From an optimization exercise on the open Yosys and OpenROAD flow, aimed at small area and a short achievable clock period; shortcuts taken in it are not production practice. The RTL was checked by simulation tests, not by an equivalence proof against the original design. Power figures rest on the tool's default switching activity, not on a simulated workload.

==> run a <==
==> flow/design.v (excerpt) <==
module hybrid_cache (
	input wire clk,
	input wire reset_n,
	input wire [32-1:0] dcache_rdaddr,
	input wire dcache_rdreq,
	output logic [32-1:0] dcache_out,
	output logic dcache_out_valid,
	output logic dcache_rd_ready,
	input wire [32-1:0] dcache_wraddr,
	input wire dcache_wrreq,
	input wire [32-1:0] dcache_in,
	output logic dcache_wr_ready,
	input wire [32-1:0] icache_rdaddr,
	input wire icache_rdreq,
	output logic [32-1:0] icache_out,
	output logic icache_out_valid,
	output logic icache_rd_ready,
	output logic [32-1:0] mem_addr,
	output logic [32-1:0] mem_in,
	input wire [32-1:0] mem_out,
	input wire mem_out_valid,
	output logic mem_wrreq,
	output logic mem_rdreq
);
	localparam int NL = 8;
	localparam int NW = 4;
	localparam int DW = 32;
	localparam int TW = cache_pkg::TAG_BITS;
	localparam int HW = 8;
	logic [NL*NW-1:0][DW-1:0] words;
	logic [NL-1:0][TW-1:0] tags;
	logic [NL-1:0][HW-1:0] hitcnt;
	logic [NL-1:0] valid;
	logic [NL-1:0] dirty;
	logic busy;
	logic s1, wb, rr, rw, dn;
	logic [1:0] cnt;
	logic [NL-1:0] victim_r;
	logic [TW-1:0] fill_tag;
	logic [DW-1:0] rd_q;
	logic [DW-1:0] ird_q;
	wire [TW-1:0] d_rd_tag = dcache_rdaddr[31:4];
	wire [TW-1:0] d_wr_tag = dcache_wraddr[31:4];
	wire [TW-1:0] i_rd_tag = icache_rdaddr[31:4];
	wire [1:0] d_rd_word = dcache_rdaddr[3:2];
	wire [1:0] d_wr_word = dcache_wraddr[3:2];
	wire [1:0] i_rd_word = icache_rdaddr[3:2];
	logic [NL-1:0] d_rd_hit, d_wr_hit, i_rd_hit;
	always_comb begin
		for (int i = 0; i < NL; i++) begin
			d_rd_hit[i] = valid[i] && (tags[i] == d_rd_tag);
			d_wr_hit[i] = valid[i] && (tags[i] == d_wr_tag);
			i_rd_hit[i] = valid[i] && (tags[i] == i_rd_tag);
		end
	end
	wire d_rd_any = |d_rd_hit;
	wire d_wr_any = |d_wr_hit;
	wire i_rd_any = |i_rd_hit;
	assign dcache_rd_ready = !busy && d_rd_any;
  ...
export LEC_CHECK = 0
export CAP_MARGIN = 20
export CORE_MARGIN = 2
export CORE_UTILIZATION = 40
export SLEW_MARGIN = 20
create_clock -name core_clock -period 14.0 [get_ports {clk}]
run.sh (not shown) runs the stock make flow with config.mk's settings and CLKGATE_MAP_FILE= SYNTH_SCRIPT=/design/flow/synth_recipe.tcl, a recipe that flattens the netlist after the stock synthesis.
==> run b: changes against run a <==
--- a/flow/design.v
+++ b/flow/design.v
@@ -17,12 +17,47 @@
 	typedef logic [32-1:0] data_t;
 	typedef logic [TAG_BITS-1:0] tag_t;
 	typedef logic [WORD_IDX_BITS-1:0] word_idx_t;
 	typedef logic [8-1:0] hitcnt_t;
 	typedef logic [8-1:0] line_mask_t;
 endpackage
+`default_nettype wire
+`default_nettype none
+module line_match (
+	input wire [cache_pkg::TAG_BITS-1:0] line_tag,
+	input wire live,
+	input wire [cache_pkg::TAG_BITS-1:0] tag,
+	output logic hit
+);
+	assign hit = live && (line_tag == tag);
+endmodule
+module tag_match (
+	input wire [8-1:0][cache_pkg::TAG_BITS-1:0] tags,
+	input wire [8-1:0] live,
+	input wire [cache_pkg::TAG_BITS-1:0] tag,
+	output logic [8-1:0] hit,
+	output logic any
+);
+	for (genvar i = 0; i < 8; i++) begin : g_line
+		line_match u_match (.line_tag(tags[i]), .live(live[i]), .tag(tag), .hit(hit[i]));
+	end
+	assign any = |hit;
+endmodule
+`default_nettype wire
+`default_nettype none
+module word_mux (
+	input wire [8*4-1:0][32-1:0] words,
+	input wire [8*4-1:0] sel,
+	output logic [32-1:0] q
+);
+	always_comb begin
+		q = '0;
+		for (int j = 0; j < 8*4; j++)
+			q = q | ({32{sel[j]}} & words[j]);
+	end
+endmodule
 `default_nettype wire
 `default_nettype none
 module hybrid_cache (
 	input wire clk,
 	input wire reset_n,
 	input wire [32-1:0] dcache_rdaddr,
@@ -52,12 +87,13 @@
 	localparam int TW = cache_pkg::TAG_BITS;
 	localparam int HW = 8;
 	logic [NL*NW-1:0][DW-1:0] words;
 	logic [NL-1:0][TW-1:0] tags;
 	logic [NL-1:0][HW-1:0] hitcnt;
 	logic [NL-1:0] valid;
+	logic [NL-1:0] live;
 	logic [NL-1:0] dirty;
 	logic busy;
 	logic s1, wb, rr, rw, dn;
 	logic [1:0] cnt;
 	logic [NL-1:0] victim_r;
 	logic [TW-1:0] fill_tag;
@@ -67,30 +103,24 @@
 	wire [TW-1:0] d_wr_tag = dcache_wraddr[31:4];
 	wire [TW-1:0] i_rd_tag = icache_rdaddr[31:4];
 	wire [1:0] d_rd_word = dcache_rdaddr[3:2];
 	wire [1:0] d_wr_word = dcache_wraddr[3:2];
 	wire [1:0] i_rd_word = icache_rdaddr[3:2];
 	logic [NL-1:0] d_rd_hit, d_wr_hit, i_rd_hit;
-	always_comb begin
-		for (int i = 0; i < NL; i++) begin
-			d_rd_hit[i] = valid[i] && (tags[i] == d_rd_tag);
-			d_wr_hit[i] = valid[i] && (tags[i] == d_wr_tag);
-			i_rd_hit[i] = valid[i] && (tags[i] == i_rd_tag);
-		end
-	end
-	wire d_rd_any = |d_rd_hit;
-	wire d_wr_any = |d_wr_hit;
-	wire i_rd_any = |i_rd_hit;
-	assign dcache_rd_ready = !busy && d_rd_any;
-	assign dcache_wr_ready = !busy && d_wr_any;
-	assign icache_rd_ready = !busy && i_rd_any;
+	logic d_rd_any, d_wr_any, i_rd_any;
+	tag_match u_d_rd_match (.tags(tags), .live(live), .tag(d_rd_tag), .hit(d_rd_hit), .any(d_rd_any));
+	tag_match u_d_wr_match (.tags(tags), .live(live), .tag(d_wr_tag), .hit(d_wr_hit), .any(d_wr_any));
+	tag_match u_i_rd_match (.tags(tags), .live(live), .tag(i_rd_tag), .hit(i_rd_hit), .any(i_rd_any));
+	assign dcache_rd_ready = d_rd_any;
+	assign dcache_wr_ready = d_wr_any;
+	assign icache_rd_ready = i_rd_any;
 	wire d_rd_en = dcache_rdreq && dcache_rd_ready;
 	wire i_rd_en = icache_rdreq && icache_rd_ready;
-	wire d_rd_miss = dcache_rdreq && !d_rd_any;
-	wire d_wr_miss = dcache_wrreq && !d_wr_any;
-	wire i_rd_miss = icache_rdreq && !i_rd_any;
+	wire d_rd_miss = !busy && dcache_rdreq && !d_rd_any;
+	wire d_wr_miss = !busy && dcache_wrreq && !d_wr_any;
+	wire i_rd_miss = !busy && icache_rdreq && !i_rd_any;
 	wire any_miss = d_rd_miss || d_wr_miss || i_rd_miss;
 	logic [3:0][HW-1:0] c1;
 	logic [3:0] w1;
 	logic [1:0][HW-1:0] c2;
 	logic [1:0][1:0] w2;
 	logic [2:0] vidx;
@@ -116,14 +146,14 @@
 			s1 <= 1'b0;
 			wb <= 1'b0;
 			rr <= 1'b0;
 			rw <= 1'b0;
 			dn <= 1'b0;
 		end else begin
-			s1 <= !busy && any_miss;
-			if (!busy && any_miss)
+			s1 <= any_miss;
+			if (any_miss)
 				busy <= 1'b1;
 			if (dn)
 				busy <= 1'b0;
 			wb <= (s1 && victim_dirty) || (wb && (cnt != 2'd3));
 			rr <= (s1 && !victim_dirty) || (wb && (cnt == 2'd3)) ||
 				(rw && mem_out_valid && (cnt != 2'd3));
@@ -146,63 +176,62 @@
 				fill_tag <= i_rd_tag;
 		end
 	end
 	always_ff @(posedge clk or negedge reset_n) begin
 		if (!reset_n) begin
 			valid <= '0;
+			live <= '0;
 			dirty <= '0;
 			hitcnt <= '0;
 		end else begin
+			if (any_miss)
+				live <= '0;
+			else if (dn)
+				live <= valid;
 			for (int i = 0; i < NL; i++) begin
 				logic [1:0] inc;
 				logic [HW:0] sum;
-				inc = 2'(!busy && dcache_rdreq && d_rd_hit[i]) +
-					2'(!busy && dcache_wrreq && d_wr_hit[i]) +
-					2'(!busy && icache_rdreq && i_rd_hit[i]);
+				inc = 2'(dcache_rdreq && d_rd_hit[i]) +
+					2'(dcache_wrreq && d_wr_hit[i]) +
+					2'(icache_rdreq && i_rd_hit[i]);
 				sum = {1'b0, hitcnt[i]} + {{(HW-1){1'b0}}, inc};
 				if (s1 && victim_r[i]) begin
 					hitcnt[i] <= '0;
 					dirty[i] <= 1'b0;
 					valid[i] <= 1'b1;
 				end else begin
 					hitcnt[i] <= sum[HW] ? {HW{1'b1}} : sum[HW-1:0];
-					if (!busy && dcache_wrreq && d_wr_hit[i])
+					if (dcache_wrreq && d_wr_hit[i])
 						dirty[i] <= 1'b1;
 				end
 			end
 		end
 	end
 	wire [DW-1:0] wdata = busy ? mem_out : dcache_in;
 	always_ff @(posedge clk) begin
 		for (int i = 0; i < NL; i++) begin
 			for (int k = 0; k < NW; k++) begin
-				if ((!busy && dcache_wrreq && d_wr_hit[i] && (d_wr_word == 2'(k))) ||
+				if ((dcache_wrreq && d_wr_hit[i] && (d_wr_word == 2'(k))) ||
 					(rw && mem_out_valid && victim_r[i] && (cnt == 2'(k))))
 					words[i*NW+k] <= wdata;
 			end
 			if (dn && victim_r[i])
 				tags[i] <= fill_tag;
 		end
 	end
-	logic [NL-1:0] r_line;
-	logic [1:0] r_word;
 	logic [DW-1:0] r_mux, i_mux;
-	always_comb begin
-		r_line = busy ? victim_r : d_rd_hit;
-		r_word = busy ? cnt : d_rd_word;
-		r_mux = '0;
-		i_mux = '0;
-		for (int i = 0; i < NL; i++) begin
+	logic [NL*NW-1:0] r_sel, i_sel;
+	always_comb begin
+		for (int i = 0; i < NL; i++)
 			for (int k = 0; k < NW; k++) begin
-				if (r_line[i] && (r_word == 2'(k)))
-					r_mux = r_mux | words[i*NW+k];
-				if (i_rd_hit[i] && (i_rd_word == 2'(k)))
-					i_mux = i_mux | words[i*NW+k];
+				r_sel[i*NW+k] = busy ? (victim_r[i] && (cnt == 2'(k))) : (d_rd_hit[i] && (d_rd_word == 2'(k)));
+				i_sel[i*NW+k] = i_rd_hit[i] && (i_rd_word == 2'(k));
 			end
-		end
-	end
+	end
+	word_mux u_r_mux (.words(words), .sel(r_sel), .q(r_mux));
+	word_mux u_i_mux (.words(words), .sel(i_sel), .q(i_mux));
 	always_ff @(posedge clk) begin
 		rd_q <= r_mux;
 		ird_q <= i_mux;
 	end
 	always_ff @(posedge clk or negedge reset_n) begin
 		if (!reset_n) begin
==> flow/flow/run.sh (new file) <==
#!/bin/bash
# The standard layout, with tighter setup repair, chosen port buffers and
# smaller clock buffers; each tool's output goes to the logs under orfs/logs
set -euo pipefail
cat flow/extra.mk >> config.mk
bash standard.sh > standard.log 2>&1
==> flow/flow/extra.mk (new file) <==
export SETUP_SLACK_MARGIN = 7.5
export BUFFER_PORTS_ARGS = -buffer_cell sky130_fd_sc_hd__buf_1
export CTS_ARGS = -sink_clustering_enable -repair_clock_nets -buf_list sky130_fd_sc_hd__clkbuf_16 -sink_clustering_size 20 -sink_clustering_max_diameter 100 -dont_use_dummy_load
==> flow/standard.sh (new file) <==
#!/bin/bash
# synth_recipe.tcl (not shown) runs the flow's synth.tcl, then flattens the netlist and writes it again
# the make line also repeats each setting of config.mk as NAME=value (left out here)
make -C /OpenROAD-flow-scripts/flow DESIGN_CONFIG=/design/flow/config.mk WORK_HOME=/design/flow/orfs CLKGATE_MAP_FILE= SYNTH_SCRIPT=/design/flow/synth_recipe.tcl "${@:-finish}"
==> flow/config.mk (replaced) <==
export PLATFORM = sky130hd
export DESIGN_NAME = hybrid_cache
export DESIGN_NICKNAME = hybrid_cache
export VERILOG_FILES = /design/flow/design.v
export SDC_FILE = /design/flow/constraint.sdc
export NUM_CORES = 4
export LEC_CHECK = 0
export CAP_MARGIN = 10
export CORE_MARGIN = 2
export CORE_UTILIZATION = 48
export SLEW_MARGIN = 10
export SYNTH_HIERARCHICAL = 1
export SYNTH_MINIMUM_KEEP_SIZE = 0
export SETUP_SLACK_MARGIN = 7.5
export BUFFER_PORTS_ARGS = -buffer_cell sky130_fd_sc_hd__buf_1
export CTS_ARGS = -sink_clustering_enable -repair_clock_nets -buf_list sky130_fd_sc_hd__clkbuf_16 -sink_clustering_size 20 -sink_clustering_max_diameter 100 -dont_use_dummy_load
removed: flow/run.sh
==> results.tsv <==
metric	value	unit
count of flip-flops and latches	1448	
yosys warns	8	
run status	complete, no violations	
maximum fanout count along the critical path	7	
post-route setup slack	6350	ps
top cell types by occurrence after synthesis	sky130_fd_sc_hd__edfxtp_1, sky130_fd_sc_hd__a22oi_1, sky130_fd_sc_hd__xor2_1	
total number of cells along the worst setup path	8	
layout filler cell count	11800	
data arrival time at the worst-slack endpoint	4850	ps
overall routed net length	254	mm
power drawn by the clock network	2.43	mW
sequential power	5.55	mW
worst-case vdd ir drop	0.146	mV
portion of the layout cell area used by non-clock buffers	0.0328	
(the above is from run b)
==> results.tsv <==
metric	value	unit
cell kind with the greatest summed area	flip-flops and latches	
worst-case vdd ir drop	0.138	mV
power drawn by the clock network	4.19	mW
post-route DRC violation count	0	
portion of the layout cell area used by non-clock buffers	0.0530	
DR vias/cell	7.15	
drt first pass iters	10	
complex-gate fraction of the synthesized area	0.150	
run status	complete, no violations	
post-route setup slack	3850	ps
area used by sequential logic in the layout	42100	µm²
maximum fanout count along the critical path	9	
sequential power	5.10	mW
yosys warns	1	
Met3 Wirelength	55.2	mm
most frequent cell after synthesis	sky130_fd_sc_hd__edfxtp_1	
average routed wire per standard cell	44.4	µm
layout filler cell count	15900	
(the above is from run a)

## separate check: timing with driven ports
No port has a modelled driver above. Below, the same layouts with a new extraction and two added sets of constraints. Step 1 (the two cells are an assumption about what drives the block):
set clk [get_ports {clk}]
set_driving_cell -lib_cell sky130_fd_sc_hd__clkbuf_16 $clk
set_driving_cell -lib_cell sky130_fd_sc_hd__buf_2 [delete_from_list [all_inputs] $clk]
Step 2 times the ports against the registers' clock, not the clock port: input delays grow and output delays shrink by t, the midpoint of the rising clock arrivals with the driver on. Three values: ideal ports, drivers, drivers and shift; two values: the first two.
run	t (ns)	slack for setup (ns)	worst register clock-pin slew, ns
run a	0.887	3.850 / 3.828 / 3.828	0.07 / 0.07
run b	0.783	6.348 / 6.295 / 6.295	0.11 / 0.11
After both steps every run listed still meets setup and hold. The setup slack of run b, which loses most, moves by -0.053 ns with the drivers and by -0.053 ns with both steps.
